Context: an optimization exercise on an open-source flow, tuned for small area. The choices shown serve that exercise and are no tape-out recipe.
Function was checked by simulation only, so behaviour that the tests miss may differ from the original.
No activity file was given, so power comes from the tool's default toggle rates.

[flow/flow/run.sh]
#!/bin/bash
# Standard ORFS layout (the standard.sh, standard synthesis), with two
# changes to how the layout is made:
#  - port buffers use the smallest buffer cell instead of the default pick
#  - clock tree: larger sink clusters and no dummy loads
set -euo pipefail
export BUFFER_PORTS_ARGS="-buffer_cell sky130_fd_sc_hd__buf_1"
export CTS_ARGS="-sink_clustering_enable -repair_clock_nets -dont_use_dummy_load -buf_list sky130_fd_sc_hd__clkbuf_16 -sink_clustering_size 20 -sink_clustering_max_diameter 100"
bash standard.sh BUFFER_PORTS_ARGS="$BUFFER_PORTS_ARGS" CTS_ARGS="$CTS_ARGS" finish > make_finish.log 2>&1
[flow/standard.sh]
#!/bin/bash
# synth_recipe.tcl (not shown) runs the flow's synth.tcl, then flattens the netlist and writes it again
# the make line also repeats each setting of config.mk as NAME=value (left out here)
make -C /OpenROAD-flow-scripts/flow DESIGN_CONFIG=/design/flow/config.mk WORK_HOME=/design/flow/orfs CLKGATE_MAP_FILE= SYNTH_SCRIPT=/design/flow/synth_recipe.tcl "${@:-finish}"
[flow/config.mk]
export PLATFORM = sky130hd
export DESIGN_NAME = core_debug_unit
export DESIGN_NICKNAME = core_debug_unit
export VERILOG_FILES = /design/flow/design.v
export SDC_FILE = /design/flow/constraint.sdc
export NUM_CORES = 4
export LEC_CHECK = 0
export CAP_MARGIN = 5
export CORE_MARGIN = 2
export CORE_UTILIZATION = 30
export PLACE_DENSITY = 0.45
export SETUP_SLACK_MARGIN = 0.5
export SLEW_MARGIN = 5
export SYNTH_HIERARCHICAL = 1
export SYNTH_MINIMUM_KEEP_SIZE = 0
[flow/constraint.sdc]
create_clock -name core_clock -period 8.0 [get_ports {clk}]
set_input_delay 1.6000 -clock core_clock [delete_from_list [all_inputs] [get_ports {clk}]]
set_output_delay 1.6000 -clock core_clock [all_outputs]
set_load 0.01 [all_outputs]
[flow/design.v]
`timescale 1ns/10ps
module gpr_file #(
    parameter int NUM_REGS = 32
)(
    input  logic        clk,
    input  logic        reset_n,
    input  logic        we_i,
    input  logic [4:0]  waddr_i,
    input  logic [31:0] wdata_i,
    input  logic [4:0]  core_raddr_i,
    output logic [31:0] core_rdata_o,
    input  logic        dbg_ren_i,
    input  logic [4:0]  dbg_raddr_i,
    input  logic        dpc_sel_i,
    input  logic [31:0] dpc_i,
    input  logic [7:0]  csr_const_i,
    output logic [31:0] dbg_rdata_o
);
    logic [32*(NUM_REGS-1)-1:0] words;
    logic [NUM_REGS-1:1]        wsel;
    logic [NUM_REGS-1:1]        wsel_n;
    logic [NUM_REGS-1:1]        csel;
    logic [NUM_REGS-1:1]        dsel;
    logic [3:0] w_lo, c_lo, d_lo;
    logic [7:0] w_hi, c_hi, d_hi;
    gpr_predec u_wdec (.en_i (we_i),      .addr_i (waddr_i),      .lo_o (w_lo), .hi_o (w_hi));
    gpr_predec u_cdec (.en_i (1'b1),      .addr_i (core_raddr_i), .lo_o (c_lo), .hi_o (c_hi));
    gpr_predec u_ddec (.en_i (dbg_ren_i), .addr_i (dbg_raddr_i),  .lo_o (d_lo), .hi_o (d_hi));
    for (genvar i = 1; i < NUM_REGS; i++) begin : g_sel
        gpr_regsel u_sel (
            .clk      (clk),
            .reset_n  (reset_n),
            .w_lo_i   (w_lo[i % 4]),
            .w_hi_i   (w_hi[i / 4]),
            .c_lo_i   (c_lo[i % 4]),
            .c_hi_i   (c_hi[i / 4]),
            .d_lo_i   (d_lo[i % 4]),
            .d_hi_i   (d_hi[i / 4]),
            .wsel_o   (wsel[i]),
            .wsel_n_o (wsel_n[i]),
            .csel_o   (csel[i]),
            .dsel_o   (dsel[i])
        );
    end
    for (genvar i = 1; i < NUM_REGS; i++) begin : g_word
        gpr_word u_word (
            .clk    (clk),
            .we_i   (wsel[i]),
            .we_n_i (wsel_n[i]),
            .d_i    (wdata_i),
            .q_o    (words[32*(i-1) +: 32])
        );
    end
    gpr_read #(
        .N (NUM_REGS-1)
    ) u_core_read (
        .sel_i  (csel),
        .words_i(words),
        .data_o (core_rdata_o)
    );
    localparam logic [31:0] CSR_BITS = 32'h4000_19c3;
    function automatic int csr_index(input int b);
        csr_index = 0;
        for (int k = 0; k < b; k++) begin
            if (CSR_BITS[k]) csr_index = csr_index + 1;
        end
    endfunction
    for (genvar b = 0; b < 32; b++) begin : g_dbg_bit
        logic [NUM_REGS-2:0] col;
        for (genvar i = 0; i < NUM_REGS-1; i++) begin : g_col
            assign col[i] = words[32*i + b];
        end
        if (CSR_BITS[b]) begin : g_or
            gpr_read_bit_x_or u_bit (
                .sel_i  (dsel),
                .d_i    (col),
                .xsel_i (dpc_sel_i),
                .xd_i   (dpc_i[b]),
                .or_i   (csr_const_i[csr_index(b)]),
                .y_o    (dbg_rdata_o[b])
            );
        end else begin : g_plain
            gpr_read_bit_x u_bit (
                .sel_i  (dsel),
                .d_i    (col),
                .xsel_i (dpc_sel_i),
                .xd_i   (dpc_i[b]),
                .y_o    (dbg_rdata_o[b])
            );
        end
    end
endmodule
module gpr_predec (
    input  logic       en_i,
    input  logic [4:0] addr_i,
    output logic [3:0] lo_o,
    output logic [7:0] hi_o
);
    for (genvar j = 0; j < 4; j++) begin : g_lo
        assign lo_o[j] = en_i && (addr_i[1:0] == j);
    end
    for (genvar k = 0; k < 8; k++) begin : g_hi
        assign hi_o[k] = (addr_i[4:2] == k);
    end
endmodule
module gpr_regsel (
    input  logic clk,
    input  logic reset_n,
    input  logic w_lo_i,
    input  logic w_hi_i,
    input  logic c_lo_i,
    input  logic c_hi_i,
    input  logic d_lo_i,
    input  logic d_hi_i,
    output logic wsel_o,
    output logic wsel_n_o,
    output logic csel_o,
    output logic dsel_o
);
    logic vld_q;
    assign wsel_n_o = !(w_lo_i && w_hi_i);
    gpr_inv u_wsel (
        .a (wsel_n_o),
        .y (wsel_o)
    );
    assign csel_o   = vld_q && c_lo_i && c_hi_i;
    assign dsel_o   = vld_q && d_lo_i && d_hi_i;
    always_ff @(posedge clk or negedge reset_n) begin
        if (!reset_n) begin
            vld_q <= 1'b0;
        end else begin
            vld_q <= vld_q || !wsel_n_o;
        end
    end
endmodule
module gpr_word (
    input  logic        clk,
    input  logic        we_i,
    input  logic        we_n_i,
    input  logic [31:0] d_i,
    output logic [31:0] q_o
);
    logic [31:0] nxt;
    for (genvar b = 0; b < 32; b++) begin : g_bit
        gpr_ao22 u_sel (
            .a1 (we_i),
            .a2 (d_i[b]),
            .b1 (we_n_i),
            .b2 (q_o[b]),
            .y  (nxt[b])
        );
    end
    always_ff @(posedge clk) begin
        q_o <= nxt;
    end
endmodule
module gpr_inv (
    input  logic a,
    output logic y
);
    assign y = !a;
endmodule
module gpr_ao22 (
    input  logic a1,
    input  logic a2,
    input  logic b1,
    input  logic b2,
    output logic y
);
    assign y = (a1 & a2) | (b1 & b2);
endmodule
module cdu_aoi222 (
    input  logic a1,
    input  logic a2,
    input  logic b1,
    input  logic b2,
    input  logic c1,
    input  logic c2,
    output logic y
);
    assign y = !((a1 & a2) | (b1 & b2) | (c1 & c2));
endmodule
module gpr_read_bit (
    input  logic [30:0] sel_i,
    input  logic [30:0] d_i,
    output logic        y_o
);
    logic [10:0] grp_n;    
    for (genvar g = 0; g < 10; g++) begin : g_grp
        cdu_aoi222 u_aoi (
            .a1 (sel_i[3*g]),
            .a2 (d_i[3*g]),
            .b1 (sel_i[3*g+1]),
            .b2 (d_i[3*g+1]),
            .c1 (sel_i[3*g+2]),
            .c2 (d_i[3*g+2]),
            .y  (grp_n[g])
        );
    end
    assign grp_n[10] = !(sel_i[30] & d_i[30]);
    assign y_o = !(&grp_n);
endmodule
module gpr_read #(
    parameter int N = 31
)(
    input  logic [N-1:0]    sel_i,
    input  logic [32*N-1:0] words_i,
    output logic [31:0]     data_o
);
    for (genvar b = 0; b < 32; b++) begin : g_bit
        logic [N-1:0] col;
        for (genvar i = 0; i < N; i++) begin : g_col
            assign col[i] = words_i[32*i + b];
        end
        gpr_read_bit u_bit (
            .sel_i (sel_i),
            .d_i   (col),
            .y_o   (data_o[b])
        );
    end
endmodule
module gpr_read_bit_x (
    input  logic [30:0] sel_i,
    input  logic [30:0] d_i,
    input  logic        xsel_i,
    input  logic        xd_i,
    output logic        y_o
);
    logic [10:0] grp_n;
    for (genvar g = 0; g < 10; g++) begin : g_grp
        cdu_aoi222 u_aoi (
            .a1 (sel_i[3*g]),
            .a2 (d_i[3*g]),
            .b1 (sel_i[3*g+1]),
            .b2 (d_i[3*g+1]),
            .c1 (sel_i[3*g+2]),
            .c2 (d_i[3*g+2]),
            .y  (grp_n[g])
        );
    end
    assign grp_n[10] = !((sel_i[30] & d_i[30]) | (xsel_i & xd_i));
    assign y_o = !(&grp_n);
endmodule
module gpr_read_bit_x_or (
    input  logic [30:0] sel_i,
    input  logic [30:0] d_i,
    input  logic        xsel_i,
    input  logic        xd_i,
    input  logic        or_i,
    output logic        y_o
);
    logic [10:0] grp_n;
    for (genvar g = 0; g < 10; g++) begin : g_grp
        cdu_aoi222 u_aoi (
            .a1 (sel_i[3*g]),
            .a2 (d_i[3*g]),
            .b1 (sel_i[3*g+1]),
            .b2 (d_i[3*g+1]),
            .c1 (sel_i[3*g+2]),
            .c2 (d_i[3*g+2]),
            .y  (grp_n[g])
        );
    end
    assign grp_n[10] = !((sel_i[30] & d_i[30]) | (xsel_i & xd_i));
    assign y_o = !(&grp_n) | or_i;
endmodule
`timescale 1ns/10ps
module dbg_halt_fsm (
    input  logic        clk,
    input  logic        reset_n,
    input  logic        haltreq_i,
    input  logic        resumereq_i,
    input  logic        ebreak_i,
    input  logic        retire_valid_i,
    input  logic        retire_jump_i,
    input  logic        pipe_empty_i,
    input  logic [31:0] retire_pc_i,
    input  logic [31:0] retire_target_i,
    input  logic        dpc_we_i,
    input  logic [31:0] dpc_wdata_i,
    output logic        running_o,
    output logic        halted_o,
    output logic        resumeack_o,
    output logic [31:0] dpc_o,
    output logic [1:0]  cause_o      
);
    localparam logic [1:0] ST_RUNNING  = 2'd0;
    localparam logic [1:0] ST_HALTING  = 2'd1;    
    localparam logic [1:0] ST_HALTED   = 2'd2;
    localparam logic [1:0] ST_RESUMING = 2'd3;    
    logic [1:0]  state_q;
    logic [31:0] next_pc_q;    
    logic        next_pc_vld_q;    
    logic [31:0] dpc_q;
    logic [1:0]  cause_q;      
    logic running, halting, halted, resuming;
    logic retire_ok;           
    logic ebreak_hit;
    logic follow;              
    logic dpc_follow;          
    logic [31:0] pc_inc;
    assign running    = (state_q == ST_RUNNING);
    assign halting    = (state_q == ST_HALTING);
    assign halted     = (state_q == ST_HALTED);
    assign resuming   = (state_q == ST_RESUMING);
    assign retire_ok  = retire_valid_i && !ebreak_i;
    assign ebreak_hit = retire_valid_i && ebreak_i;
    assign follow     = !state_q[1];
    assign dpc_follow = (running && !ebreak_hit && haltreq_i) || (halting && cause_q[1]);
    logic np_tgt, np_inc, np_dpc, np_hold;
    assign np_tgt  = follow && retire_ok && retire_jump_i;
    assign np_inc  = follow && retire_ok && !retire_jump_i;
    assign np_dpc  = resuming;
    assign np_hold = !(np_tgt || np_inc || np_dpc) && next_pc_vld_q;
    logic dp_rpc, dp_npc, dp_wd, dp_hold;
    assign dp_rpc  = running && ebreak_hit;
    assign dp_npc  = dpc_follow;
    assign dp_wd   = halted && dpc_we_i;
    assign dp_hold = !(dp_rpc || dp_npc || dp_wd);
    dbg_pc_inc u_inc (
        .pc_i  (retire_pc_i),
        .inc_o (pc_inc)
    );
    logic [31:0] next_pc_nxt;
    logic [31:0] dpc_nxt;
    for (genvar b = 0; b < 32; b++) begin : g_bit
        dbg_sel4 u_np (
            .s0 (np_tgt),  .d0 (retire_target_i[b]),
            .s1 (np_inc),  .d1 (pc_inc[b]),
            .s2 (np_dpc),  .d2 (dpc_q[b]),
            .s3 (np_hold), .d3 (next_pc_q[b]),
            .y  (next_pc_nxt[b])
        );
        dbg_sel4 u_dp (
            .s0 (dp_rpc),  .d0 (retire_pc_i[b]),
            .s1 (dp_npc),  .d1 (next_pc_nxt[b]),
            .s2 (dp_wd),   .d2 (dpc_wdata_i[b]),
            .s3 (dp_hold), .d3 (dpc_q[b]),
            .y  (dpc_nxt[b])
        );
    end
    always_ff @(posedge clk) begin
        next_pc_q <= next_pc_nxt;
    end
    always_ff @(posedge clk or negedge reset_n) begin
        if (!reset_n) begin
            next_pc_vld_q <= 1'b0;
            dpc_q         <= '0;
        end else begin
            next_pc_vld_q <= 1'b1;
            dpc_q         <= dpc_nxt;
        end
    end
    always_ff @(posedge clk or negedge reset_n) begin
        if (!reset_n) begin
            state_q <= ST_RUNNING;
            cause_q <= '0;
        end else begin
            case (state_q)
                ST_RUNNING: begin
                    if (ebreak_hit) begin
                        state_q <= ST_HALTING;
                        cause_q <= 2'd1;
                    end else if (haltreq_i) begin
                        state_q <= ST_HALTING;
                        cause_q <= 2'd3;
                    end
                end
                ST_HALTING: begin
                    if (pipe_empty_i) begin
                        state_q <= ST_HALTED;
                    end
                end
                ST_HALTED: begin
                    if (resumereq_i) begin
                        state_q <= ST_RESUMING;
                    end
                end
                default: begin
                    state_q <= ST_RUNNING;
                end
            endcase
        end
    end
    assign running_o   = running;
    assign halted_o    = halted;
    assign resumeack_o = resuming;
    assign dpc_o       = dpc_q;
    assign cause_o     = cause_q;
endmodule
module dbg_pc_inc (
    input  logic [31:0] pc_i,
    output logic [31:0] inc_o
);
    logic [31:2] carry;
    assign carry[2] = 1'b1;
    for (genvar b = 3; b < 32; b++) begin : g_carry
        assign carry[b] = carry[b-1] & pc_i[b-1];
    end
    assign inc_o[1:0]  = pc_i[1:0];
    assign inc_o[31:2] = pc_i[31:2] ^ carry[31:2];
endmodule
module dbg_sel4 (
    input  logic s0, d0,
    input  logic s1, d1,
    input  logic s2, d2,
    input  logic s3, d3,
    output logic y
);
    logic g0_n;
    cdu_aoi222 u_g0 (
        .a1 (s0), .a2 (d0),
        .b1 (s1), .b2 (d1),
        .c1 (s2), .c2 (d2),
        .y  (g0_n)
    );
    assign y = !(g0_n && !(s3 && d3));
endmodule
`timescale 1ns/10ps
module abstract_reg_access (
    input  logic        ar_en_i,
    input  logic        ar_wr_i,
    input  logic [15:0] ar_addr_i,
    output logic        ar_done_o,
    input  logic        halted_i,
    input  logic [1:0]  cause_i,
    output logic        is_gpr_o,       
    output logic        is_dpc_o,       
    output logic [7:0]  csr_const_o,    
    output logic        dpc_we_o,
    output logic        gpr_we_o
);
    logic is_dcsr, is_mstatus, is_misa;
    logic wr_ok;
    assign is_gpr_o   = (ar_addr_i[15:5] == 11'h080);
    assign is_dcsr    = (ar_addr_i == 16'h07b0);
    assign is_dpc_o   = (ar_addr_i == 16'h07b1);
    assign is_mstatus = (ar_addr_i == 16'h0300);
    assign is_misa    = (ar_addr_i == 16'h0301);
    assign csr_const_o = {is_dcsr | is_misa, {2{is_mstatus}}, is_misa,
                          {2{is_dcsr}} & cause_i, {2{is_dcsr}}};
    assign wr_ok     = ar_en_i && ar_wr_i && halted_i;
    assign dpc_we_o  = wr_ok && is_dpc_o;
    assign gpr_we_o  = wr_ok && is_gpr_o;
    assign ar_done_o = ar_en_i;
endmodule
`timescale 1ns/10ps
module core_debug_unit #(
    parameter int NUM_REGS = 32
)(
    input  logic        clk,
    input  logic        reset_n,
    input  logic        retire_valid_i,
    input  logic [31:0] retire_pc_i,
    input  logic        retire_jump_i,
    input  logic [31:0] retire_target_i,
    input  logic        ebreak_i,
    input  logic        pipe_empty_i,
    input  logic        wb_en_i,
    input  logic [4:0]  wb_addr_i,
    input  logic [31:0] wb_data_i,
    input  logic [4:0]  core_raddr_i,
    output logic [31:0] core_rdata_o,
    input  logic        haltreq_i,
    input  logic        resumereq_i,
    output logic        running_o,
    output logic        halted_o,
    output logic        resumeack_o,
    output logic [31:0] resume_pc_o,
    input  logic        ar_en_i,
    input  logic        ar_wr_i,
    input  logic [15:0] ar_addr_i,
    input  logic [31:0] ar_wdata_i,
    output logic [31:0] ar_rdata_o,
    output logic        ar_done_o
);
    logic [31:0] dpc;
    logic [1:0]  cause;
    logic        dpc_we;
    logic        gpr_we;
    logic        is_gpr;
    logic        is_dpc;
    logic [7:0]  csr_const;
    logic        rf_we;
    logic [4:0]  rf_waddr;
    logic [31:0] rf_wdata;
    dbg_halt_fsm u_dbg_halt_fsm (
        .clk             (clk),
        .reset_n         (reset_n),
        .haltreq_i       (haltreq_i),
        .resumereq_i     (resumereq_i),
        .ebreak_i        (ebreak_i),
        .retire_valid_i  (retire_valid_i),
        .retire_jump_i   (retire_jump_i),
        .pipe_empty_i    (pipe_empty_i),
        .retire_pc_i     (retire_pc_i),
        .retire_target_i (retire_target_i),
        .dpc_we_i        (dpc_we),
        .dpc_wdata_i     (ar_wdata_i),
        .running_o       (running_o),
        .halted_o        (halted_o),
        .resumeack_o     (resumeack_o),
        .dpc_o           (dpc),
        .cause_o         (cause)
    );
    abstract_reg_access u_abstract_reg_access (
        .ar_en_i     (ar_en_i),
        .ar_wr_i     (ar_wr_i),
        .ar_addr_i   (ar_addr_i),
        .ar_done_o   (ar_done_o),
        .halted_i    (halted_o),
        .cause_i     (cause),
        .is_gpr_o    (is_gpr),
        .is_dpc_o    (is_dpc),
        .csr_const_o (csr_const),
        .dpc_we_o    (dpc_we),
        .gpr_we_o    (gpr_we)
    );
    logic halted_n;
    assign halted_n = !halted_o;
    assign rf_we    = halted_o ? gpr_we : wb_en_i;
    assign rf_waddr = halted_o ? ar_addr_i[4:0] : wb_addr_i;
    for (genvar b = 0; b < 32; b++) begin : g_wdata
        gpr_ao22 u_wd (
            .a1 (halted_o),
            .a2 (ar_wdata_i[b]),
            .b1 (halted_n),
            .b2 (wb_data_i[b]),
            .y  (rf_wdata[b])
        );
    end
    gpr_file #(
        .NUM_REGS (NUM_REGS)
    ) u_gpr_file (
        .clk          (clk),
        .reset_n      (reset_n),
        .we_i         (rf_we),
        .waddr_i      (rf_waddr),
        .wdata_i      (rf_wdata),
        .core_raddr_i (core_raddr_i),
        .core_rdata_o (core_rdata_o),
        .dbg_ren_i    (is_gpr),
        .dbg_raddr_i  (ar_addr_i[4:0]),
        .dpc_sel_i    (is_dpc),
        .dpc_i        (dpc),
        .csr_const_i  (csr_const),
        .dbg_rdata_o  (ar_rdata_o)
    );
    assign resume_pc_o = dpc;
endmodule
==> results.py, run 1 <==
metrics = {
    "route": {
        "remaining_routing_drc_violations": 0,
        "detail_route.wirelength_um": 226000,
        "routed_wire_length_per_instance_um": 38.6,
        "via_count": 42000,
        "avgViaCountPerCell": 7.17,
        "drt-initial-drc-count": 10400,
        "drt_pass1_iterations": 12,
        "ant_nets": 0,
    },
    "timing": {
        "clock_skew_ns": 0.0288,
        "final_critical_path_setup_slack_ns": 0.631,
        "achievable-frequency_mhz": 136,
        "hold_slack_ns": 0.452,
        "finalHoldViolations": 0,
        "grt_setup_unrepaired": "no",
        "finalCritPeriodShare": 0.921,
        "setup_viol_count_final": 0,
        "max_slew_margin": 0.0386,
        "slew_violations": 0,
        "post-route-min-period_ns": 7.37,
        "worst_slew_pin_slew_ns": 1.44,
    },
    "worst_setup_path": {
        "worst-r2r-setup-slack_ns": 3.41,
        "critical_path_peak_fanout": 2,
        "criticalPathCategory": "primary input to flop",
        "crit_end_element": "flop",
        "worst-endpoint-required_ns": 8.62,
        "family_of_cells_with_the_greatest_summed_delay_on_the_critical_path": "adder cells",
        "crit-reg2reg-launch": "u_dbg_halt_fsm.state_q[0]$_DFFE_PN0P_",
        "critical_path.most_common_cell": "ha_2",
        "crit_buf_inv": 1,
        "setup.worst_path.start_class": "primary input",
        "r2r_end": "u_gpr_file.g_word[17].u_word.q_o[6]$_DFF_P_",
        "cp_data_arrival_time_ns": 7.98,
        "worst_path_max_delay_cell": "ha_2",
        "critical_path_max_stage_delay_ns": 0.27,
        "reg2reg_depth": 11,
    },
    "pwr": {
        "combPwrFrac": 0.253,
        "peak_supply_drop_v": 0.000281,
        "pwr_density_cell_nw_per_um2": 361,
        "power.switching_mw": 6.43,
        "power_frac_seq": 0.564,
        "clock_power_share": 0.183,
        "intPower_mw": 11.4,
        "p_leak_nw": 20.3,
        "swShare": 0.360,
    },
    "cells_and_area": {
        "finalInstanceArea_um2": 49500,
        "area.growth.synth_to_final_pct": 15.0,
        "num-fill-cells": 14200,
        "num_antenna_cells": 0,
        "nets": 4170,
        "final_layout_size_suffix_gt1_frac": 0.0955,
        "post_layout_nonfiller_instances": 5860,
    },
    "clocking": {
        "clock_sinks": 1092,
        "cts_inserted_buffers": 60,
        "cts.path.max_buffers": 3,
        "clkLatencyLatePin_ns": 0.72,
        "cts_setup_buffers": 0,
        "cts_root_buf": "clkbuf_16",
        "cts-hold-fix-buffers": 0,
        "cts_htree_levels": 2,
        "path_clk_slew_ns": 0.09,
        "cts_tree": "done",
    },
    "global_route": {
        "pin_count_of_the_biggest_net_entering_global_routing": 50,
        "wire_length_of_the_first_global_routing_pass_um": 311000,
        "first_global_vias": 38500,
        "all_layer_gr_usage": 0.291,
        "met2_usage": 0.429,
        "globalRouteMet1Util": 0.410,
        "grt_remaining_overflow": 0,
        "groute.layer.met3.usage": 0.0419,
        "grt_antenna_before_repair": 7,
        "top_usage_layer": "met2",
    },
    "place": {
        "placedCellCount": 5800,
        "port-buffer-count": 264,
        "dpl_worst_slack_ns": -0.339,
        "placement.cell_area_um2": 47900,
        "half_perimeter_wire_length_of_the_detailed_placement_result_um": 145000,
        "gp_congestion": 0.917,
    },
    "synth": {
        "synth.area.top_cells": "dfxtp_1 (48%), a22o_1 (22%), a222oi_1 (16%)",
        "ys_ff_latch": 1092,
        "largest_area_contributor_in_the_netlist": "dfxtp_1",
        "number_of_distinct_library_cell_variants_in_the_gate_level_netlist_after_synthesis": 44,
        "synth_edf_count": 0,
        "syn_area_um2": 43000,
        "synth_seq_area_share": 0.516,
        "synthesis.area_per_instance_um2": 12.4,
        "async_flop_share": 0.0623,
        "synth_flop_cell": "dfxtp_1",
        "synthesis.instances": 3467,
        "synth_top_area_share": 0.477,
        "synthesis.yosys.warnings": 9,
    },
    "floorplan": {
        "floorplan.die.height_um": 383,
        "design.portCount": 265,
        "floorplan.core_area_um2": 142000,
        "start_util": 0.303,
        "rows": 138,
        "dieWidth_um": 383,
        "fp.dieArea_um2": 146000,
    },
    "run_status": {
        "outcome": "timing/DRC/antenna clean",
    },
    "min_path": {
        "timing.hold.worst.start": "u_dbg_halt_fsm.next_pc_q[1]$_DFF_P_",
        "worstHoldEndpoint": "u_dbg_halt_fsm.next_pc_q[1]$_DFF_P_",
        "path_type_of_the_worst_min_delay_path": "flop to flop",
        "holdPathStages": 1,
    },
    "run": {
        "maxCapViolCount": 0,
    },
}
[power by group through the flow]
stage          clock network (mW)  registers (mW)  logic, mW
2_1_floorplan                   0            9.45       3.03
3_3_place_gp                    0            10.0       4.37
3_5_place_dp                    0            10.0       4.45
4_1_cts                      3.31            9.96       4.45
5_1_grt                      3.49            10.3       4.81
6_report                     3.27            10.1       4.52
[sequential cells by signal (all words and copies together), names as in the netlist]
| register | flops |
|---|---|
| u_gpr_file.g_sel.u_sel.vld_q | 31 |
| u_dbg_halt_fsm.next_pc_q | 32 |
| u_dbg_halt_fsm.next_pc_vld_q | 1 |
| u_gpr_file.g_word.u_word.q_o | 992 |
| u_dbg_halt_fsm.cause_q | 2 |
| u_dbg_halt_fsm.dpc_q | 32 |
| u_dbg_halt_fsm.state_q | 2 |
[routing by layer]
metal	vias up	wire (µm)
met2	3121	96700
li1	17100	-
met3	431	22800
met5	-	9
met4	2	13300
met1	21400	93300
[kinds of logic after synthesis]
logic type / synth area share
AOI/OAI and AO/OA: 0.409
xor gates and xnor gates: 0.000204
adders and majority gates: 0.00960
buffers and inverters: 0.00515
DFF: 0.516
muxes: 0.00244
other: 0.000175
and+or+nand+nor: 0.0570
[through the flow]
| stage | TNS (ns) | utilization | power [mW] |
|---|---|---|---|
| 2_1_floorplan | 0 | - | 12.5 |
| 3_3_place_gp | -0.629 | 0.337 | 14.4 |
| 3_5_place_dp | -0.597 | 0.337 | 14.5 |
| 4_1_cts | 0 | 0.348 | 17.7 |
| 5_1_grt | 0 | 0.349 | 18.6 |
| 6_report | 0 | 0.349 | 17.9 |
[Yosys stat by module (local to each module, per instance), excerpt]
module             flip-flops and latches  area (µm²)
gpr_read_bit_x_or                       0        36.3
gpr_regsel                              1        48.8
dbg_sel4                                0        10.0
core_debug_unit                         0         105
gpr_predec                              0        96.3
gpr_inv                                 0        3.75
cdu_aoi222                              0        10.0
gpr_read_bit_x                          0        36.3
gpr_word                               32         641
gpr_ao22                                0        8.76
[placed cells by master (no fill, tap or decap), types with 13 or more instances in the layout]
cell type	synthesis	final
nand2_1	88	78
or4_4	24	24
a222oi_1	704	704
and3_2	3	35
a21bo_1	64	62
buf_1	0	262
inv_1	38	38
nor3b_1	15	13
nand4_1	122	122
ha_2	0	23
dfrtp_1	68	68
and3_1	66	34
buf_4	8	183
a2111o_1	32	32
dfxtp_1	1024	1024
a22o_1	1056	1056
clkbuf_16	0	60
a21o_1	33	33
[Yosys cell counts, drive strengths merged, types with 7 or more instances]
cell    instances
or4            33
and3b          15
a21bo          64
ha             33
nand4         122
mux2            7
inv            39
nor3b          15
buf             9
nor2            7
nand2          88
dfxtp        1024
a21o           33
and3           69
a22o         1056
nand4b          9
a222oi        704
nand3          11
dfrtp          68
a2111o         32
[area by class of cell]
class / instances / area, µm² / area share
flip-flops and latches: 1092 / 22200 / 0.449
multi-input cells: 2329 / 20800 / 0.421
repair buffers: 449 / 2410 / 0.0487
well taps: 1890 / 2360 / 0.0478
clock buffers: 60 / 1500 / 0.0303
inverters: 40 / 150 / 0.00303
[how the worst max path moves through the flow]
| stage | endpoint | cells past startpoint | slack (ns) | start |
|---|---|---|---|---|
| CTS | u_dbg_halt_fsm.dpc_q[31]$_DFF_PN0_ | 34 | 0.51 | retire_pc_i[2] |
| finish | u_dbg_halt_fsm.dpc_q[30]$_DFF_PN0_ | 33 | 0.63 | retire_pc_i[2] |
| global placement | u_dbg_halt_fsm.dpc_q[31]$_DFF_PN0_ | 34 | -0.39 | retire_pc_i[2] |
| floorplan | u_dbg_halt_fsm.dpc_q[31]$_DFF_PN0_ | 33 | 0.51 | retire_pc_i[2] |
| detailed placement | u_dbg_halt_fsm.dpc_q[31]$_DFF_PN0_ | 34 | -0.34 | retire_pc_i[2] |
| global route | u_dbg_halt_fsm.dpc_q[30]$_DFF_PN0_ | 33 | 0.48 | retire_pc_i[2] |
[timing repair]
action / in CTS / in global routing
pin swaps: 0 / 4
setup endpoints to repair: 1 / 2
resized for setup: 1 / 10
==> inputs of run 2 (changes only) <==
--- a/flow/design.v
+++ b/flow/design.v
@@ -394,6 +394,18 @@
 );
-    logic [31:2] carry;
-    assign carry[2] = 1'b1;
-    for (genvar b = 3; b < 32; b++) begin : g_carry
-        assign carry[b] = carry[b-1] & pc_i[b-1];
+    logic [31:2] carry;     
+    logic [10:0] gcarry;    
+    assign gcarry[0] = 1'b1;
+    for (genvar g = 0; g < 10; g++) begin : g_grp
+        localparam int B = 2 + 3*g;
+        assign carry[B] = gcarry[g];
+        if (g == 0) begin : g_first
+            assign carry[B+1]  = pc_i[B];
+            assign carry[B+2]  = pc_i[B] & pc_i[B+1];
+            assign gcarry[g+1] = pc_i[B] & pc_i[B+1] & pc_i[B+2];
+        end else begin : g_rest
+            dbg_and2 u_c1 (.a (gcarry[g]), .b (pc_i[B]), .y (carry[B+1]));
+            dbg_and3 u_c2 (.a (gcarry[g]), .b (pc_i[B]), .c (pc_i[B+1]), .y (carry[B+2]));
+            dbg_and4 u_gc (.a (gcarry[g]), .b (pc_i[B]), .c (pc_i[B+1]), .d (pc_i[B+2]),
+                           .y (gcarry[g+1]));
+        end
     end
@@ -402,2 +414,11 @@
 endmodule
+module dbg_and2 (input logic a, b, output logic y);
+    assign y = a & b;
+endmodule
+module dbg_and3 (input logic a, b, c, output logic y);
+    assign y = a & b & c;
+endmodule
+module dbg_and4 (input logic a, b, c, d, output logic y);
+    assign y = a & b & c & d;
+endmodule
 module dbg_sel4 (
==> results.py, run 2 <==
metrics = {
    "min_path": {
        "path_type_of_the_worst_min_delay_path": "flop to flop",
    },
    "synth": {
        "yosys.area_share.adder": 0.00203,
        "synthesis.yosys.warnings": 9,
        "synth_edf_count": 0,
        "synth-xor-area-share": 0.00549,
        "synth_area_in_simple_gates": 0.0611,
        "post-synth-top-count-cell": "a22o_1",
        "synthesis.area_per_instance_um2": 12.3,
        "synthesis.instances": 3493,
        "syn_area_um2": 43100,
        "synth_top_family_by_area": "compound AO/OA/AOI/OAI gates",
        "largest_area_contributor_in_the_netlist": "dfxtp_1",
        "synth_flop_cell": "dfxtp_1",
        "muxShareOfSynthArea": 0.00244,
        "synth_seq_area_share": 0.515,
        "synth.top_cells.by_count": "a22o_1 (1,056), dfxtp_1 (1,024), a222oi_1 (704), nand4_1 (122), nand2_1 (88)",
        "synth_compound_gate_area_share": 0.408,
        "ys_ff_latch": 1092,
        "synth_top_area_share": 0.476,
        "synth.area.top_cells": "dfxtp_1 (48%), a22o_1 (21%), a222oi_1 (16%)",
        "async_flop_share": 0.0623,
        "number_of_distinct_library_cell_variants_in_the_gate_level_netlist_after_synthesis": 45,
    },
    "route": {
        "drt-met1-wl_um": 95400,
        "routed_wire_length_per_instance_um": 39.9,
        "via_count": 42700,
        "remaining_routing_drc_violations": 0,
        "dr_wl_met3_um": 25900,
        "amount_of_wire_on_met2_after_detailed_routing_um": 100000,
        "drt_pass1_iterations": 14,
        "avgViaCountPerCell": 7.23,
        "top_layer_used_by_detailed_routing": "met5",
        "detail_route.wirelength_um": 236000,
        "ant_nets": 0,
        "drt-initial-drc-count": 10800,
    },
    "timing": {
        "worst_slew_pin_slew_ns": 1.22,
        "slew_violations": 0,
        "max_slew_margin": 0.183,
        "setup_viol_count_final": 0,
        "totalNegativeSetupSlack_ns": 0,
        "finalHoldViolations": 0,
        "achievable-frequency_mhz": 143,
        "grt_setup_unrepaired": "no",
        "clock_skew_ns": 0.0487,
        "finalCritPeriodShare": 0.875,
        "post-route-min-period_ns": 7.00,
    },
    "place": {
        "port-buffer-count": 264,
        "half_perimeter_wire_length_of_the_detailed_placement_result_um": 159000,
        "gp_congestion": 0.958,
    },
    "clocking": {
        "cts_htree_levels": 2,
        "path_clk_slew_ns": 0.08,
        "cts_root_buf": "clkbuf_16",
        "cts-hold-fix-buffers": 0,
        "cts_setup_buffers": 0,
        "cts_tree": "done",
        "clock_sinks": 1092,
        "cts.repair.resized": 0,
        "cts_inserted_buffers": 60,
        "cts.path.max_buffers": 3,
        "clkLatencyLatePin_ns": 0.74,
    },
    "cells_and_area": {
        "final_cell_mix": "a22o_1 (1,056), dfxtp_1 (1,024), a222oi_1 (704), buf_1 (263), buf_4 (185)",
        "largest_register": "u_gpr_file.g_word.u_word.q_o",
        "nets": 4170,
        "largest_register_ff_count": 992,
        "finish.utilization": 0.345,
        "reg.largest.list": "u_gpr_file.g_word.u_word.q_o (992), u_dbg_halt_fsm.dpc_q (32), u_dbg_halt_fsm.next_pc_q (32)",
        "layout.cells.most_common": "a22o_1",
        "area.growth.synth_to_final_pct": 14.6,
        "num-fill-cells": 14400,
        "final_layout_size_suffix_gt1_frac": 0.0846,
    },
    "pwr": {
        "pwr_density_cell_nw_per_um2": 369,
        "p_leak_nw": 20.3,
        "peak_supply_drop_v": 0.000247,
    },
    "global_route": {
        "grt_remaining_overflow": 0,
        "pin_count_of_the_biggest_net_entering_global_routing": 56,
        "all_layer_gr_usage": 0.304,
        "grt_antenna_before_repair": 11,
        "first_global_vias": 38700,
        "wire_length_of_the_first_global_routing_pass_um": 321000,
    },
    "floorplan": {
        "start_util": 0.301,
        "dieWidth_um": 383,
        "fp.dieArea_um2": 147000,
        "design.portCount": 265,
        "floorplan.core_area_um2": 143000,
        "floorplan.die.height_um": 383,
        "rows": 139,
    },
    "run_status": {
        "outcome": "timing/DRC/antenna clean",
    },
    "worst_setup_path": {
        "worst-endpoint-required_ns": 6.40,
        "crit_end_element": "primary output",
        "cp_data_arrival_time_ns": 5.40,
        "criticalPathCategory": "primary input to primary output",
        "worst-r2r-setup-slack_ns": 3.55,
        "worst_path_max_delay_cell": "nor3b_1",
        "critical_path_peak_fanout": 25,
        "crit_path_cell_chain": "buf_1 -> nor4_1 -> nor3b_1 -> nor3b_1 -> buf_4 -> and3_1 -> buf_4 -> a222oi_1 -> nand4_1 -> or4_1 -> buf_1",
        "critical_path_max_stage_delay_ns": 0.57,
        "setup.worst_path.start_class": "primary input",
    },
    "run": {
        "maxCapViolCount": 0,
    },
}
[run 2: cell types whose count changed in the layout (fill, tap and decap cells not counted), moves of 3 or more]
cell / before / now
ha_2: 23 / 1
ha_1: 3 / 6
ha_4: 7 / 0
and2_1: 1 / 11
nand2_2: 10 / 4
xor2_1: 1 / 27
and4_1: 0 / 8
nand2_1: 78 / 84
diode_2: 0 / 6
and3_1: 34 / 44
[run 2: power breakdown]
part	leakage, nW	total (mW)	switching, mW	internal, mW
Clock	0.739	3.26	1.93	1.33
Combinational	10.3	4.70	2.57	2.13
Sequential	9.30	10.3	2.32	7.97
Total	20.3	18.2	6.82	11.4
[run 2: stage by stage]
step / hold WS, ns / instance area (µm²) / setup slack, ns / std cells / power [mW]
after floorplan: 0.421 / 43100 / 2.18 / 3496 / 12.5
after global placement: 0.433 / 47900 / 1.27 / 5839 / 14.8
after detailed placement: 0.435 / 47900 / 1.18 / 5839 / 14.8
after CTS: 0.460 / 49400 / 1.15 / 5899 / 18.0
after global routing: 0.469 / 49400 / 0.800 / 5900 / 18.9
final: 0.459 / 49400 / 1.00 / 5905 / 18.2
[run 2: path summary, 6_finish.rpt]
check                                                 startpoint                                     endpoint  cells past startpoint
hold reg to reg             u_dbg_halt_fsm.next_pc_q[20]$_DFF_P_         u_dbg_halt_fsm.next_pc_q[20]$_DFF_P_                      1
setup / recovery                                    ar_addr_i[6]                               ar_rdata_o[11]                     11
max in group asynchronous                                reset_n        u_dbg_halt_fsm.state_q[0]$_DFFE_PN0P_                      2
setup reg to reg           u_dbg_halt_fsm.state_q[0]$_DFFE_PN0P_  u_gpr_file.g_word[4].u_word.q_o[17]$_DFF_P_                     11
hold / removal              u_dbg_halt_fsm.next_pc_q[20]$_DFF_P_         u_dbg_halt_fsm.next_pc_q[20]$_DFF_P_                      1
min in group asynchronous                                reset_n           u_dbg_halt_fsm.dpc_q[26]$_DFF_PN0_                      1
[run 2: critical path, delay by kind of cell]
family / cells / cell delay, ns
compound gates: 1 / 0.24
buf+inv: 4 / 1.02
simple gates: 6 / 2.50
[run 2: cells by family after synthesis]
kind of cell | after synthesis
DFF | 1092
buffers and inverters | 49
AOI/OAI and AO/OA | 1895
adders and majority gates | 7
other | 2
muxes | 7
and+or+nand+nor | 414
xor gates and xnor gates | 27
[run 2: final cells by class]
cell class,count,area (µm²),share of cell area
Antenna cell,6,15.0,0.000304
Multi-Input combinational cell,2355,20800,0.420
Clock buffer,60,1500,0.0304
Tap cell,1903,2380,0.0482
Timing Repair Buffer,449,2380,0.0483
Sequential cell,1092,22200,0.449
Inverter,40,150,0.00304
[run 2: Yosys stat by module (local to each module, per instance), a selection]
module               times used  cells  area [µm²]
abstract_reg_access           1     32         244
cdu_aoi222                  704      1        10.0
core_debug_unit               1      8         105
dbg_and2                      9      1        6.26
dbg_and3                      9      1        6.26
dbg_and4                      8      1        8.76
dbg_halt_fsm                  1    100        1800
dbg_pc_inc                    1     32         280
dbg_sel4                     64      1        10.0
gpr_ao22                   1024      1        8.76
gpr_predec                    3     12        96.3
gpr_read_bit                 32      4        27.5
gpr_regsel                   31      5        48.8
gpr_word                     31     32         641
[run 2: per-layer routing]
metal	up-vias	GRT usage
met2	3398	0.451
li1	17200	-
met5	-	0
met1	21700	0.418
met3	442	0.0558
met4	4	0.156
==> inputs of run 3 (changes only) <==
--- a/flow/flow/run.sh
+++ b/flow/flow/run.sh
@@ -7,3 +7,3 @@
 export BUFFER_PORTS_ARGS="-buffer_cell sky130_fd_sc_hd__buf_1"
-export CTS_ARGS="-sink_clustering_enable -repair_clock_nets -dont_use_dummy_load -buf_list sky130_fd_sc_hd__clkbuf_16 -sink_clustering_size 20 -sink_clustering_max_diameter 100"
+export CTS_ARGS="-sink_clustering_enable -repair_clock_nets -dont_use_dummy_load -buf_list sky130_fd_sc_hd__clkbuf_16 -sink_clustering_size 22 -sink_clustering_max_diameter 120"
 bash standard.sh BUFFER_PORTS_ARGS="$BUFFER_PORTS_ARGS" CTS_ARGS="$CTS_ARGS" finish > make_finish.log 2>&1
==> results.py, run 3 <==
metrics = {
    "clocking": {
        "cts.repair.resized": 0,
        "cts_setup_buffers": 0,
        "cts_htree_levels": 2,
        "cts_tree": "done",
        "clock_sinks": 1092,
        "cts-hold-fix-buffers": 0,
        "cts_inserted_buffers": 55,
        "cts_root_buf": "clkbuf_16",
        "clkLatencyLatePin_ns": 0.73,
        "cts.path.max_buffers": 3,
        "path_clk_slew_ns": 0.09,
    },
    "cells_and_area": {
        "layout.cells.most_common": "a22o_1",
        "finish.utilization": 0.344,
        "area.growth.synth_to_final_pct": 14.3,
        "nets": 4165,
        "final_cell_mix": "a22o_1 (1,056), dfxtp_1 (1,024), a222oi_1 (704), buf_1 (263), buf_4 (185)",
        "largest_register_ff_count": 992,
        "reg.largest.list": "u_gpr_file.g_word.u_word.q_o (992), u_dbg_halt_fsm.dpc_q (32), u_dbg_halt_fsm.next_pc_q (32)",
        "num-fill-cells": 14400,
        "final_layout_size_suffix_gt1_frac": 0.0834,
        "largest_register": "u_gpr_file.g_word.u_word.q_o",
    },
    "worst_setup_path": {
        "critical_path_peak_fanout": 25,
        "crit_path_cell_chain": "buf_1 -> nor4_1 -> nor3b_1 -> nor3b_1 -> buf_4 -> and3_1 -> buf_4 -> a222oi_1 -> nand4_1 -> or4_1 -> buf_1",
        "worst-endpoint-required_ns": 6.40,
        "worst_path_max_delay_cell": "nor3b_1",
        "critical_path_max_stage_delay_ns": 0.60,
        "crit_end_element": "primary output",
        "criticalPathCategory": "primary input to primary output",
        "family_of_cells_with_the_greatest_summed_delay_on_the_critical_path": "simple AND/OR/NAND/NOR gates",
        "cp_data_arrival_time_ns": 5.38,
        "setup.worst_path.start_class": "primary input",
        "crit_buf_inv": 4,
    },
    "synth": {
        "largest_area_contributor_in_the_netlist": "dfxtp_1",
        "synth_flop_cell": "dfxtp_1",
        "synth_top_area_share": 0.476,
        "syn_area_um2": 43100,
        "synth_seq_area_share": 0.515,
        "synthesis.instances": 3493,
        "synth.area.top_cells": "dfxtp_1 (48%), a22o_1 (21%), a222oi_1 (16%)",
        "synth.top_cells.by_count": "a22o_1 (1,056), dfxtp_1 (1,024), a222oi_1 (704), nand4_1 (122), nand2_1 (88)",
        "number_of_distinct_library_cell_variants_in_the_gate_level_netlist_after_synthesis": 45,
        "ys_ff_latch": 1092,
        "synthesis.area_per_instance_um2": 12.3,
        "post-synth-top-count-cell": "a22o_1",
        "synth_edf_count": 0,
        "synthesis.yosys.warnings": 9,
        "async_flop_share": 0.0623,
    },
    "floorplan": {
        "dieWidth_um": 383,
        "start_util": 0.301,
        "floorplan.core_area_um2": 143000,
        "floorplan.die.height_um": 383,
        "rows": 139,
        "design.portCount": 265,
        "fp.dieArea_um2": 147000,
    },
    "min_path": {
        "path_type_of_the_worst_min_delay_path": "flop to flop",
    },
    "route": {
        "routed_wire_length_per_instance_um": 39.8,
        "detail_route.wirelength_um": 235000,
        "avgViaCountPerCell": 7.20,
        "drt_pass1_iterations": 13,
        "drt-initial-drc-count": 10500,
        "via_count": 42500,
        "ant_nets": 0,
        "remaining_routing_drc_violations": 0,
    },
    "timing": {
        "setup_viol_count_final": 0,
        "hold_slack_ns": 0.461,
        "post-route-min-period_ns": 6.98,
        "finalHoldViolations": 0,
        "worst_slew_pin_slew_ns": 1.23,
        "clock_skew_ns": 0.0512,
        "finalCritPeriodShare": 0.872,
        "max_slew_margin": 0.180,
        "totalNegativeSetupSlack_ns": 0,
        "grt_setup_unrepaired": "no",
        "slew_violations": 0,
        "achievable-frequency_mhz": 143,
    },
    "place": {
        "port-buffer-count": 264,
        "half_perimeter_wire_length_of_the_detailed_placement_result_um": 159000,
        "gp_congestion": 0.958,
    },
    "global_route": {
        "grt_remaining_overflow": 0,
        "wire_length_of_the_first_global_routing_pass_um": 321000,
        "grt_antenna_before_repair": 11,
        "all_layer_gr_usage": 0.303,
        "first_global_vias": 38600,
        "pin_count_of_the_biggest_net_entering_global_routing": 56,
    },
    "pwr": {
        "p_leak_nw": 20.3,
        "pwr_density_cell_nw_per_um2": 368,
        "peak_supply_drop_v": 0.000247,
    },
    "run": {
        "maxCapViolCount": 0,
    },
    "run_status": {
        "outcome": "timing/DRC/antenna clean",
    },
}
## run 3: modules after synthesis (local to each module, per instance), a selection
module,area (µm²),times used
gpr_regsel,48.8,31
dbg_and3,6.26,9
gpr_read_bit_x,36.3,24
gpr_predec,96.3,3
gpr_read_bit,27.5,32
dbg_and2,6.26,9
abstract_reg_access,244,1
dbg_pc_inc,280,1
dbg_sel4,10.0,64
## run 3: final cells by class
class	count	area (µm²)	share of cell area
repair buffers	449	2380	0.0484
flip-flops and latches	1092	22200	0.451
well taps	1903	2380	0.0483
multi-input cells	2355	20800	0.421
diodes	8	20.0	0.000406
inverters	40	150	0.00305
clock buffers	55	1380	0.0279
## run 3: through the flow
step                setup slack, ns  power [mW]  std cells  cell area (µm²)
floorplan                      2.18        12.5       3496            43100
global placement               1.27        14.8       5839            47900
detailed placement             1.18        14.8       5839            47900
CTS                            1.15        17.9       5894            49300
global route                  0.786        18.8       5897            49300
finish                         1.02        18.1       5902            49300
## run 3: worst reg2reg max path, stage by stage (launching register included)
cell      delay [ns]
dfrtp_1         0.42
inv_1           0.13
ha_2            0.40
and3_1          0.27
and4bb_2        0.31
mux2_4          0.18
nor3b_2         0.76
nand2_2         0.08
buf_4           0.32
inv_1           0.79
buf_4           0.45
a22o_1          0.21
## run 3: power by group
part           internal, mW  leakage [nW]  switching (mW)
combinational          2.13          10.3            2.57
clock                  1.23         0.678            1.91
sequential             7.96          9.30            2.33
## run 3: cell families after synthesis
logic type | count (synthesis) | synth area share
AOI/OAI and AO/OA | 1895 | 0.408
xor gates and xnor gates | 27 | 0.00549
DFF | 1092 | 0.515
muxes | 7 | 0.00244
other | 2 | 0.000174
adders and majority gates | 7 | 0.00203
buffers and inverters | 49 | 0.00514
and+or+nand+nor | 414 | 0.0611
## run 3: path summary, 6_finish.rpt
check                                                            from                                          to  slack, ns  cells past startpoint
worst max-delay path                                     ar_addr_i[6]                              ar_rdata_o[30]       1.02                     11
worst min-delay path             u_dbg_halt_fsm.next_pc_q[19]$_DFF_P_        u_dbg_halt_fsm.next_pc_q[19]$_DFF_P_       0.46                      1
worst max register to register  u_dbg_halt_fsm.state_q[0]$_DFFE_PN0P_  u_gpr_file.g_word[4].u_word.q_o[0]$_DFF_P_       3.64                     11
worst min register to register   u_dbg_halt_fsm.next_pc_q[19]$_DFF_P_        u_dbg_halt_fsm.next_pc_q[19]$_DFF_P_       0.46                      1
max in group asynchronous                                     reset_n       u_dbg_halt_fsm.state_q[1]$_DFFE_PN0P_       6.16                      2
min in group asynchronous                                     reset_n          u_dbg_halt_fsm.dpc_q[23]$_DFF_PN0_       0.77                      1
## run 3: layer usage
layer | wire length, µm | vias up | GRT usage
li1 | - | 17200 | -
met1 | 95400 | 21500 | 0.416
met2 | 99600 | 3361 | 0.450
met3 | 25800 | 423 | 0.0597
met4 | 14000 | 4 | 0.157
met5 | 25 | - | 0
==> inputs of run 4 (changes only) <==
--- a/flow/flow/run.sh
+++ b/flow/flow/run.sh
@@ -7,3 +7,3 @@
 export BUFFER_PORTS_ARGS="-buffer_cell sky130_fd_sc_hd__buf_1"
-export CTS_ARGS="-sink_clustering_enable -repair_clock_nets -dont_use_dummy_load -buf_list sky130_fd_sc_hd__clkbuf_16 -sink_clustering_size 22 -sink_clustering_max_diameter 120"
+export CTS_ARGS="-sink_clustering_enable -repair_clock_nets -dont_use_dummy_load -buf_list sky130_fd_sc_hd__clkbuf_8 -sink_clustering_size 14 -sink_clustering_max_diameter 80"
 bash standard.sh BUFFER_PORTS_ARGS="$BUFFER_PORTS_ARGS" CTS_ARGS="$CTS_ARGS" finish > make_finish.log 2>&1
==> results.py, run 4 <==
metrics = {
    "synth": {
        "number_of_distinct_library_cell_variants_in_the_gate_level_netlist_after_synthesis": 45,
        "synth_flop_cell": "dfxtp_1",
        "synthesis.yosys.warnings": 9,
        "syn_area_um2": 43100,
        "synth.area.top_cells": "dfxtp_1 (48%), a22o_1 (21%), a222oi_1 (16%)",
        "synth.top_cells.by_count": "a22o_1 (1,056), dfxtp_1 (1,024), a222oi_1 (704), nand4_1 (122), nand2_1 (88)",
        "synth_top_area_share": 0.476,
        "synth_edf_count": 0,
        "synthesis.instances": 3493,
        "largest_area_contributor_in_the_netlist": "dfxtp_1",
        "async_flop_share": 0.0623,
        "ys_ff_latch": 1092,
        "synth_seq_area_share": 0.515,
        "post-synth-top-count-cell": "a22o_1",
        "synthesis.area_per_instance_um2": 12.3,
    },
    "timing": {
        "clock_skew_ns": 0.0805,
        "hold_slack_ns": 0.460,
        "slew_violations": 0,
        "totalNegativeSetupSlack_ns": 0,
        "finalHoldViolations": 0,
        "max_slew_margin": 0.188,
        "worst_slew_pin_slew_ns": 1.22,
        "setup_viol_count_final": 0,
        "finalCritPeriodShare": 0.876,
        "grt_setup_unrepaired": "no",
        "achievable-frequency_mhz": 143,
        "post-route-min-period_ns": 7.01,
    },
    "worst_setup_path": {
        "critical_path.endpoint": "ar_rdata_o[30]",
        "crit_end_element": "primary output",
        "crit_path_start": "ar_addr_i[6]",
        "critical_path_peak_fanout": 25,
        "worst-endpoint-required_ns": 6.40,
        "crit-reg2reg-launch": "u_dbg_halt_fsm.state_q[0]$_DFFE_PN0P_",
        "worst-r2r-setup-slack_ns": 3.68,
        "criticalPathCategory": "primary input to primary output",
        "reg2reg_depth": 11,
        "setup.worst_path.start_class": "primary input",
        "cp_data_arrival_time_ns": 5.41,
        "r2r_end": "u_gpr_file.g_word[4].u_word.q_o[23]$_DFF_P_",
    },
    "route": {
        "drt_pass1_iterations": 15,
        "ant_nets": 0,
        "avgViaCountPerCell": 7.21,
        "drt-initial-drc-count": 10400,
        "routed_wire_length_per_instance_um": 39.8,
        "remaining_routing_drc_violations": 0,
        "via_count": 42800,
        "detail_route.wirelength_um": 236000,
    },
    "run_status": {
        "outcome": "timing/DRC/antenna clean",
    },
    "floorplan": {
        "dieWidth_um": 383,
        "fp.dieArea_um2": 147000,
        "rows": 139,
        "floorplan.core_area_um2": 143000,
        "start_util": 0.301,
        "floorplan.die.height_um": 383,
        "design.portCount": 265,
    },
    "clocking": {
        "path_clk_slew_ns": 0.09,
        "cts.path.max_buffers": 3,
        "cts-hold-fix-buffers": 0,
        "cts_setup_buffers": 0,
        "clock_sinks": 1092,
        "cts_htree_levels": 3,
        "clkLatencyLatePin_ns": 0.88,
        "cts_tree": "done",
        "cts_root_buf": "clkbuf_8",
        "cts_inserted_buffers": 88,
        "cts.repair.resized": 0,
    },
    "cells_and_area": {
        "finish.utilization": 0.343,
        "largest_register_ff_count": 992,
        "nets": 4198,
        "final_cell_mix": "a22o_1 (1,056), dfxtp_1 (1,024), a222oi_1 (704), buf_1 (263), buf_4 (185)",
        "layout.cells.most_common": "a22o_1",
        "reg.largest.list": "u_gpr_file.g_word.u_word.q_o (992), u_dbg_halt_fsm.dpc_q (32), u_dbg_halt_fsm.next_pc_q (32)",
        "largest_register": "u_gpr_file.g_word.u_word.q_o",
        "area.growth.synth_to_final_pct": 13.9,
        "final_layout_size_suffix_gt1_frac": 0.0910,
    },
    "pwr": {
        "p_leak_nw": 20.2,
        "swShare": 0.381,
        "intPower_mw": 11.1,
        "clock_power_share": 0.163,
        "peak_supply_drop_v": 0.000250,
        "power.switching_mw": 6.83,
        "power_frac_seq": 0.574,
        "pwr_density_cell_nw_per_um2": 365,
        "combPwrFrac": 0.262,
    },
    "global_route": {
        "wire_length_of_the_first_global_routing_pass_um": 322000,
        "grt_antenna_before_repair": 13,
        "grt_remaining_overflow": 0,
        "pin_count_of_the_biggest_net_entering_global_routing": 56,
        "all_layer_gr_usage": 0.305,
        "first_global_vias": 38900,
    },
    "place": {
        "port-buffer-count": 264,
        "half_perimeter_wire_length_of_the_detailed_placement_result_um": 159000,
        "gp_congestion": 0.958,
    },
    "run": {
        "maxCapViolCount": 0,
    },
    "min_path": {
        "path_type_of_the_worst_min_delay_path": "flop to flop",
    },
}
[run 4: changes by cell type in the layout (fill, tap and decap cells not counted)]
cell,change
diode_2,-1
clkbuf_16,-55
clkbuf_8,+88
[run 4: critical path: stages]
cell	delay (ns)
buf_1	0.10
nor4_1	0.55
nor3b_1	0.60
nor3b_1	0.28
buf_4	0.21
and3_1	0.53
buf_4	0.50
a222oi_1	0.28
nand4_1	0.30
or4_1	0.25
buf_1	0.18
[run 4: metal layers]
layer	GRT usage	vias up	part of all wire
li1	-	17200	-
met5	0	-	0.00017
met2	0.451	3452	0.42
met3	0.0608	484	0.11
met1	0.421	21600	0.41
met4	0.156	6	0.060
[run 4: cell type report]
class	instances	area, µm²
antenna	7	17.5
clock buffer	88	1210
fill	14400	94000
inverter	40	150
multi-input combinational	2355	20800
sequential	1092	22200
tap	1903	2380
timing repair buffer	449	2380
[run 4: kinds of logic (layout without fill, tap and decap cells)]
family	after synthesis	count (layout)	share of synthesized area
AOI/OAI and AO/OA	1895	1895	0.408
DFF	1092	1092	0.515
and+or+nand+nor	414	414	0.0611
buffers and inverters	49	577	0.00514
xor gates and xnor gates	27	27	0.00549
adders and majority gates	7	7	0.00203
muxes	7	7	0.00244
other	2	12	0.000174
[run 4: power groups by stage]
| stage | combinational (mW) | clock [mW] | sequential [mW] |
|---|---|---|---|
| final | 4.69 | 2.93 | 10.3 |
| after global routing | 4.94 | 3.14 | 10.5 |
| after CTS | 4.59 | 2.96 | 10.1 |
| after detailed placement | 4.60 | 0 | 10.2 |
| after global placement | 4.51 | 0 | 10.3 |
| after floorplan | 3.03 | 0 | 9.45 |
[run 4: worst min-delay path by stage]
stage                                         start                              endpoint  slack, ns  cells after the start
6_report        u_dbg_halt_fsm.next_pc_q[9]$_DFF_P_   u_dbg_halt_fsm.next_pc_q[9]$_DFF_P_       0.46                      1
5_1_grt         u_dbg_halt_fsm.next_pc_q[8]$_DFF_P_   u_dbg_halt_fsm.next_pc_q[8]$_DFF_P_       0.47                      1
4_1_cts        u_dbg_halt_fsm.next_pc_q[13]$_DFF_P_  u_dbg_halt_fsm.next_pc_q[13]$_DFF_P_       0.46                      1
3_5_place_dp   u_dbg_halt_fsm.next_pc_q[30]$_DFF_P_  u_dbg_halt_fsm.next_pc_q[30]$_DFF_P_       0.43                      1
3_3_place_gp   u_dbg_halt_fsm.next_pc_q[10]$_DFF_P_  u_dbg_halt_fsm.next_pc_q[10]$_DFF_P_       0.43                      1
2_1_floorplan   u_dbg_halt_fsm.next_pc_q[0]$_DFF_P_   u_dbg_halt_fsm.next_pc_q[0]$_DFF_P_       0.42                      1
[run 4: modules after synthesis (local to each module, per instance), excerpt]
module             cells  times used
dbg_halt_fsm         100           1
gpr_word              32          31
dbg_pc_inc            32           1
core_debug_unit        8           1
gpr_predec            12           3
gpr_regsel             5          31
gpr_read_bit_x_or      5           8
gpr_read_bit_x         5          24
gpr_read_bit           4          32
cdu_aoi222             1         704
dbg_sel4               1          64
dbg_and4               1           8
gpr_ao22               1        1024
dbg_and3               1           9
gpr_inv                1          31
[run 4: stage by stage]
stage               setup slack [ns]  instance area, µm²  instances  power, mW
floorplan                       2.18               43100       3496       12.5
global placement                1.27               47900       5839       14.8
detailed placement              1.18               47900       5839       14.8
CTS                             1.15               49100       5927       17.7
global route                   0.803               49100       5930       18.6
finish                         0.990               49100       5934       17.9

[static timing again, ports no longer ideal]
The results above use ideal ports. As a check the final layouts listed here were re-extracted and re-timed, cells and wires unchanged.
Step 1 (the two cells are an assumption about what drives the block):
set clk [get_ports {clk}]
set_driving_cell -lib_cell sky130_fd_sc_hd__clkbuf_16 $clk
set_driving_cell -lib_cell sky130_fd_sc_hd__buf_2 [delete_from_list [all_inputs] $clk]
Step 2 also shifts input and output timing later by t, the mid clock arrival at the registers, as if the neighbouring blocks saw the same clock.
Three values: ideal, step 1, step 2; two values: the first two.
| run | t (ns) | setup slack, ns | worst hold slack (ns) | latest minus earliest clock arrival (ns) | slew at the worst register clock pin (ns) |
|---|---|---|---|---|---|
| run 1 | 0.787 | 0.631 / 0.687 / -0.100 | 0.452 / 0.452 / 0.452 | 0.034 / 0.034 | 0.10 / 0.10 |
| run 2 | 0.794 | 1.003 / 0.984 / 0.984 | 0.459 / 0.459 / 0.459 | 0.056 / 0.056 | 0.10 / 0.10 |
| run 3 | 0.793 | 1.021 / 1.001 / 1.001 | 0.461 / 0.461 / 0.461 | 0.053 / 0.052 | 0.11 / 0.11 |
| run 4 | 0.908 | 0.990 / 0.971 / 0.971 | 0.460 / 0.460 / 0.460 | 0.109 / 0.108 | 0.11 / 0.11 |
With both steps, setup timing fails in run 1, where it was met with ideal ports. The setup slack of run 1, which loses most, moves by +0.056 ns with the drivers and by -0.731 ns with both steps.
